What follows belongs to an exercise in optimizing a design on an open flow for a short achievable clock period and few clock cycles per item; a production flow would make more cautious choices. The RTL was checked by simulation tests, not by an equivalence proof against the original design.

==> flow/design.v <==
`timescale 1ns / 1ps
package bsu_pkg;
  localparam int unsigned ValW      = 8;
  localparam int unsigned NumValues = 256;
  localparam int unsigned CntW      = 13;
  localparam int unsigned Capacity  = 4096;
  localparam logic FuncStore = 1'b0;
  localparam logic FuncTake  = 1'b1;
  typedef enum logic [1:0] {
    S_IDLE,
    S_STORE,
    S_SCAN,
    S_EMPTY
  } state_e;
endpackage
`timescale 1ns / 1ps
module bsu_ram #(
  parameter int unsigned Width = 8,
  parameter int unsigned Depth = 256,
  localparam int unsigned AddrW = $clog2(Depth)
) (
  input  logic             clk_i,
  input  logic             we_i,
  input  logic [AddrW-1:0] waddr_i,
  input  logic [Width-1:0] wdata_i,
  input  logic             re_i,
  input  logic [AddrW-1:0] raddr_i,
  output logic [Width-1:0] rdata_o
);
  logic [Width-1:0] mem_q [Depth];
  logic [Width-1:0] rdata_q;
  always_ff @(posedge clk_i) begin
    if (we_i) begin
      mem_q[waddr_i] <= wdata_i;
    end
    if (re_i) begin
      rdata_q <= mem_q[raddr_i];
    end
  end
  assign rdata_o = rdata_q;
endmodule
`timescale 1ns / 1ps
module byte_sorter_unit #(
  parameter int unsigned CAPACITY = bsu_pkg::Capacity
) (
  input  logic                     clk_i,
  input  logic                     rst_ni,
  input  logic                     in_valid_i,
  output logic                     in_ready_o,
  input  logic                     func_i,
  input  logic [bsu_pkg::ValW-1:0] data_byte_i,
  output logic                     out_valid_o,
  input  logic                     out_ready_i,
  output logic [bsu_pkg::ValW-1:0] sorted_byte_o,
  output logic                     valid_res_o,
  output logic                     is_last_o,
  output logic                     overflow_o
);
  localparam int unsigned ValW = bsu_pkg::ValW;
  localparam int unsigned CntW = bsu_pkg::CntW;
  bsu_pkg::state_e state_q, state_d;
  logic [CntW-1:0]              total_q, total_d;
  logic [ValW-1:0]              cursor_q, cursor_d;
  logic [ValW-1:0]              byte_q, byte_d;
  logic                         ovf_q, ovf_d;
  logic [bsu_pkg::NumValues-1:0] vld_q;
  logic                         vld_rd_q;
  logic                         out_valid_q, out_valid_d;
  logic [ValW-1:0]              out_byte_q, out_byte_d;
  logic                         out_res_q, out_res_d;
  logic                         out_last_q, out_last_d;
  logic                         out_ovf_q, out_ovf_d;
  logic                         out_load;
  logic                         ram_we, ram_re;
  logic [ValW-1:0]              ram_waddr, ram_raddr;
  logic [CntW-1:0]              ram_wdata, ram_rdata;
  logic [CntW-1:0]              count_rd;
  logic                         out_free;
  logic                         full;
  bsu_ram #(
    .Width(CntW),
    .Depth(bsu_pkg::NumValues)
  ) u_hist (
    .clk_i  (clk_i),
    .we_i   (ram_we),
    .waddr_i(ram_waddr),
    .wdata_i(ram_wdata),
    .re_i   (ram_re),
    .raddr_i(ram_raddr),
    .rdata_o(ram_rdata)
  );
  assign count_rd = vld_rd_q ? ram_rdata : '0;
  assign out_free = !out_valid_q || out_ready_i;
  assign full     = total_q >= CntW'(CAPACITY);
  always_comb begin
    state_d = state_q;
    unique case (state_q)
      bsu_pkg::S_IDLE: begin
        if (in_valid_i) begin
          if (func_i == bsu_pkg::FuncTake) begin
            state_d = (total_q == '0) ? bsu_pkg::S_EMPTY : bsu_pkg::S_SCAN;
          end else if (!full) begin
            state_d = bsu_pkg::S_STORE;
          end
        end
      end
      bsu_pkg::S_STORE: state_d = bsu_pkg::S_IDLE;
      bsu_pkg::S_SCAN: begin
        if (count_rd != '0 && out_free) begin
          state_d = bsu_pkg::S_IDLE;
        end
      end
      bsu_pkg::S_EMPTY: begin
        if (out_free) begin
          state_d = bsu_pkg::S_IDLE;
        end
      end
      default: state_d = bsu_pkg::S_IDLE;
    endcase
  end
  always_comb begin
    in_ready_o = 1'b0;
    ram_we     = 1'b0;
    ram_re     = 1'b0;
    ram_waddr  = cursor_q;
    ram_raddr  = cursor_q;
    ram_wdata  = count_rd;
    total_d    = total_q;
    cursor_d   = cursor_q;
    byte_d     = byte_q;
    ovf_d      = ovf_q;
    out_load   = 1'b0;
    out_byte_d = '0;
    out_res_d  = 1'b0;
    out_last_d = 1'b0;
    out_ovf_d  = ovf_q;
    unique case (state_q)
      bsu_pkg::S_IDLE: begin
        in_ready_o = 1'b1;
        if (in_valid_i) begin
          if (func_i == bsu_pkg::FuncTake) begin
            if (total_q != '0) begin
              ram_re    = 1'b1;
              ram_raddr = cursor_q;
            end
          end else if (full) begin
            ovf_d = 1'b1;
          end else begin
            ram_re    = 1'b1;
            ram_raddr = data_byte_i;
            byte_d    = data_byte_i;
          end
        end
      end
      bsu_pkg::S_STORE: begin
        ram_we    = 1'b1;
        ram_waddr = byte_q;
        ram_wdata = count_rd + CntW'(1);
        total_d   = total_q + CntW'(1);
        if (byte_q < cursor_q) begin
          cursor_d = byte_q;
        end
      end
      bsu_pkg::S_SCAN: begin
        if (count_rd != '0) begin
          if (out_free) begin
            ram_we     = 1'b1;
            ram_waddr  = cursor_q;
            ram_wdata  = count_rd - CntW'(1);
            total_d    = total_q - CntW'(1);
            out_load   = 1'b1;
            out_byte_d = cursor_q;
            out_res_d  = 1'b1;
            out_last_d = (total_q == CntW'(1));
          end
        end else begin
          cursor_d  = cursor_q + ValW'(1);
          ram_re    = 1'b1;
          ram_raddr = cursor_q + ValW'(1);
        end
      end
      bsu_pkg::S_EMPTY: begin
        out_load = out_free;
      end
      default: begin
        in_ready_o = 1'b0;
      end
    endcase
  end
  always_comb begin
    out_valid_d = out_valid_q;
    if (out_load) begin
      out_valid_d = 1'b1;
    end else if (out_ready_i) begin
      out_valid_d = 1'b0;
    end
  end
  always_ff @(posedge clk_i or negedge rst_ni) begin
    if (!rst_ni) begin
      state_q     <= bsu_pkg::S_IDLE;
      total_q     <= '0;
      cursor_q    <= '0;
      ovf_q       <= 1'b0;
      vld_q       <= '0;
      vld_rd_q    <= 1'b0;
      out_valid_q <= 1'b0;
    end else begin
      state_q     <= state_d;
      total_q     <= total_d;
      cursor_q    <= cursor_d;
      ovf_q       <= ovf_d;
      out_valid_q <= out_valid_d;
      if (ram_we) begin
        vld_q[ram_waddr] <= 1'b1;
      end
      if (ram_re) begin
        vld_rd_q <= vld_q[ram_raddr];
      end
    end
  end
  always_ff @(posedge clk_i) begin
    byte_q <= byte_d;
    if (out_load) begin
      out_byte_q <= out_byte_d;
      out_res_q  <= out_res_d;
      out_last_q <= out_last_d;
      out_ovf_q  <= out_ovf_d;
    end
  end
  assign out_valid_o   = out_valid_q;
  assign sorted_byte_o = out_byte_q;
  assign valid_res_o   = out_res_q;
  assign is_last_o     = out_last_q;
  assign overflow_o    = out_ovf_q;
endmodule
==> flow/run.sh <==
#!/bin/bash
# synth_recipe.tcl (not shown) runs the flow's synth.tcl, then flattens the netlist and writes it again
# the make line also repeats each setting of config.mk as NAME=value (left out here)
make -C /OpenROAD-flow-scripts/flow DESIGN_CONFIG=/design/flow/config.mk WORK_HOME=/design/flow/orfs CLKGATE_MAP_FILE= SYNTH_SCRIPT=/design/flow/synth_recipe.tcl finish
==> flow/config.mk <==
export PLATFORM = sky130hd
export DESIGN_NAME = byte_sorter_unit
export DESIGN_NICKNAME = byte_sorter_unit
export VERILOG_FILES = /design/flow/design.v
export SDC_FILE = /design/flow/constraint.sdc
export NUM_CORES = 4
export LEC_CHECK = 0
export CAP_MARGIN = 20
export CORE_MARGIN = 2
export CORE_UTILIZATION = 40
export SLEW_MARGIN = 20
==> flow/constraint.sdc <==
create_clock -name core_clock -period 10.0 [get_ports {clk_i}]
set_input_delay 2.0000 -clock core_clock [delete_from_list [all_inputs] [get_ports {clk_i}]]
set_output_delay 2.0000 -clock core_clock [all_outputs]
set_load 0.01 [all_outputs]
==> impl_metrics.json <==
{
  "layout.nets": 9801,
  "grt_pass1_wl_um": 644000,
  "min_path_type": "reg2reg",
  "design.core.area_mm2": 0.362,
  "gr-total-overflow": 0,
  "setup-tns-final_ns": 0,
  "port_buffers": 25,
  "clk_latency_ns": 1.00,
  "clkSinkCount": 3642,
  "area_delta_synth_final_pct": 14.1,
  "antenna_found_initial": 26,
  "firstDrtPassIters": 10,
  "worstPathMaxFanout": 55,
  "clock_skew_ns": 0.0943,
  "grtUsageTotal_pct": 24.3,
  "vias": 90300,
  "ios": 26,
  "synth_area_leader_cell": "edfxtp_1",
  "die_y_um": 606,
  "die_area_mm2": 0.367,
  "grt_setup_unrepaired": "false",
  "cp-startpoint": "u_hist.rdata_q[7]$_DFFE_PP_",
  "wl_per_cell_um": 30.6,
  "avgSynthCellArea_um2": 15.2,
  "ys_seq_area_share_pct": 74.4,
  "stdcell_count": 14900,
  "arrival_ns": 7.99,
  "yosysTopAreaCellShare_pct": 69.6,
  "critPathRequiredTime_ns": 10.64,
  "cts_resized": 0,
  "clockBufferDepth": 4,
  "cts_tree": "done",
  "ys_top_cells_by_area": "edfxtp_1 70%, mux4_2 5.9%, nand2_1 5.0%, dfrtp_1 4.9%, nand3_1 1.9%",
  "crit_type": "reg2reg",
  "ff2ff_path_depth": 14,
  "syn_nets": 9569,
  "drive_above_1_share_pct": 15.1,
  "fp.dieW_um": 606,
  "clock_tree.root_cell": "clkbuf_16",
  "setup_viol": 0,
  "postCtsSetupBuffers": 0,
  "mappedNetlistArea_mm2": 0.145,
  "synth-async-reset-ratio_pct": 7.74,
  "holdPathStages": 1,
  "reg2reg_to": "u_hist.rdata_q[6]$_DFFE_PP_",
  "whs_ns": 0.453,
  "yosysWarnings": 2,
  "min_to": "vld_q[221]$_DFFE_PN0P_",
  "max_slew_margin_pct": 12.0,
  "cts_inserted_buffers": 377,
  "maxCapViolCount": 0,
  "outcome": "complete, no violations",
  "h-tree-depth": 5,
  "synth-edff-count": 3360,
  "routed_wirelength_um": 456000,
  "ys.flop_type": "edfxtp_1",
  "max_freq_mhz": 136,
  "place.detailed.hpwl_um": 267000,
  "via_per_inst": 6.06,
  "drtIter0Drc": 13300,
  "min_period_ns": 7.35,
  "dp_cells": 14200,
  "gp_congestion": 0.912,
  "maxSlewViolCount": 0,
  "hp-start": "vld_q[221]$_DFFE_PN0P_",
  "grt_max_degree": 217,
  "netlist_instances": 9533,
  "route.detailed.drc": 0,
  "timing.final.crit_share_pct": 73.5,
  "synth_seq_cells": 3642,
  "post_synth_num_cell_types": 78,
  "start_util_pct": 40.1,
  "critPathLaunchType": "register",
  "antenna_left": 0,
  "hold_buffers": 0,
  "r2r_slack_ns": 2.65,
  "endpoint_kind": "register",
  "worstMarginPinSlew_ns": 1.32,
  "clkSlewWorstSetupHoldPaths_ns": 0.06,
  "grt_pass1_vias": 85600,
  "num_rows": 221,
  "r2r_start": "u_hist.rdata_q[7]$_DFFE_PP_",
  "finalHoldViolCount": 0
}
==> cells in the mapped netlist, drive strengths merged, types with 120 or more instances <==
cell	instances
buf	334
o21bai	127
mux4	381
a21oi	379
clkbuf	294
nor2	368
nand2	1928
and3	120
a22oi	231
nand3	560
edfxtp	3360
dfrtp	282
a311oi	127
a21o	145
==> worst max-delay path by stage <==
stage | cells past startpoint | slack (ns) | endpoint
final | 14 | 2.65 | u_hist.rdata_q[6]$_DFFE_PP_
after global routing | 14 | 2.67 | u_hist.rdata_q[6]$_DFFE_PP_
after CTS | 14 | 2.83 | u_hist.rdata_q[6]$_DFFE_PP_
after detailed placement | 12 | 2.02 | u_hist.rdata_q[5]$_DFFE_PP_
after global placement | 12 | 1.82 | u_hist.rdata_q[5]$_DFFE_PP_
after floorplan | 8 | -1.50 | u_hist.mem_q[0][10]$_DFFE_PP_
==> per-stage QoR <==
step                      cell area, µm²  util, %  worst slack [ns]
after global placement            153000     42.3              1.82
final                             166000     45.8              2.65
after detailed placement          153000     42.3              2.02
after floorplan                   145000        -             -1.50
after global routing              165000     45.8              2.67
after CTS                         165000     45.7              2.83
==> logic make-up after synthesis <==
group | after synthesis | synth area share, %
AOI/OAI and AO/OA | 1579 | 7.66
and+or+nand+nor | 3147 | 9.12
adders and majority gates | 23 | 0.198
xor gates and xnor gates | 34 | 0.205
DFF | 3642 | 74.4
buffers and inverters | 667 | 2.05
muxes | 441 | 6.34
==> final cells by class <==
class	instances	area, µm²
inverter	39	146
antenna	19	47.5
multi-input combinational	5224	34700
clock buffer	461	9980
timing repair buffer	481	4350
tap	4794	6000
sequential	3642	108000
clock inverter	236	2370
fill	31000	196000
==> state kept, by name, summed over array words and instances (netlist names) <==
name            cells
u_hist.mem_q     3328
state_q             2
out_res_q           1
out_last_q          1
out_byte_q          8
out_valid_q         1
cursor_q            8
total_q            13
vld_rd_q            1
out_ovf_q           1
ovf_q               1
u_hist.rdata_q     13
vld_q             256
byte_q              8
==> worst max-delay path, cell delays in order (launching register included) <==
cell and delay, ns:
edfxtp_1 0.62, o41ai_4 0.54, nand4_2 0.56, or4_1 0.78, buf_4 0.42, a21oi_4 0.76
buf_12 0.36, buf_12 0.31, buf_4 0.38, a221oi_1 0.15, a221o_1 0.30, a21oi_1 0.39
o22ai_1 0.14, a2111oi_0 1.01, nand3_1 0.16
==> placed cells by master (no fill, tap or decap), types with 22 or more instances in the layout <==
cell	count
a211oi_1	47
a21o_1	143
a21oi_1	374
a221oi_1	64
a22oi_1	230
a311oi_1	127
a31oi_1	94
a32oi_1	105
and3_1	120
buf_12	45
buf_4	401
bufinv_16	33
clkbuf_1	69
clkbuf_16	384
clkdlybuf4s50_1	24
clkinv_1	72
clkinv_2	85
dfrtp_1	282
edfxtp_1	3360
ha_1	23
inv_1	39
mux2i_1	52
mux4_2	381
nand2_1	1917
nand3_1	559
nand4_1	22
nor2_1	304
nor2_2	54
nor3_1	56
o2111ai_1	29
o21ai_0	99
o21bai_1	127
==> per-layer routing <==
metal,global-route usage (%),vias to the layer above,routed length [µm]
li1,-,37200,-
met1,33.0,46600,175000
met2,37.3,5460,208000
met3,5.71,959,51800
met4,10.8,14,21400
met5,0,-,141
Testbench counts, summed over its fixed seeds: cycles 126,897, items 24,770.

what the ideal ports hide:
The results above use ideal ports. As a check the final layout listed here was re-extracted and re-timed, cells and wires unchanged.
Step 1, drivers: a clkbuf_16 drives clk_i and a buf_2 each remaining input, both assumed.
Step 2 also shifts input and output timing later by t, the mid clock arrival at the registers, as if the neighbouring blocks saw the same clock.
Slacks: ideal / step 1 / step 2; pairs: ideal / step 1.
t, ns: 1.070
setup WS [ns]: 2.653 / 2.653 / 1.819
worst setup path after step 2: input to register
clock arrival spread, ns: 0.095 / 0.096
slew at the worst register clock pin (ns): 0.07 / 0.07
After both steps this run still meets setup and hold. For this run, drivers alone change the setup slack by 0.000 ns; drivers and shift together by -0.834 ns.
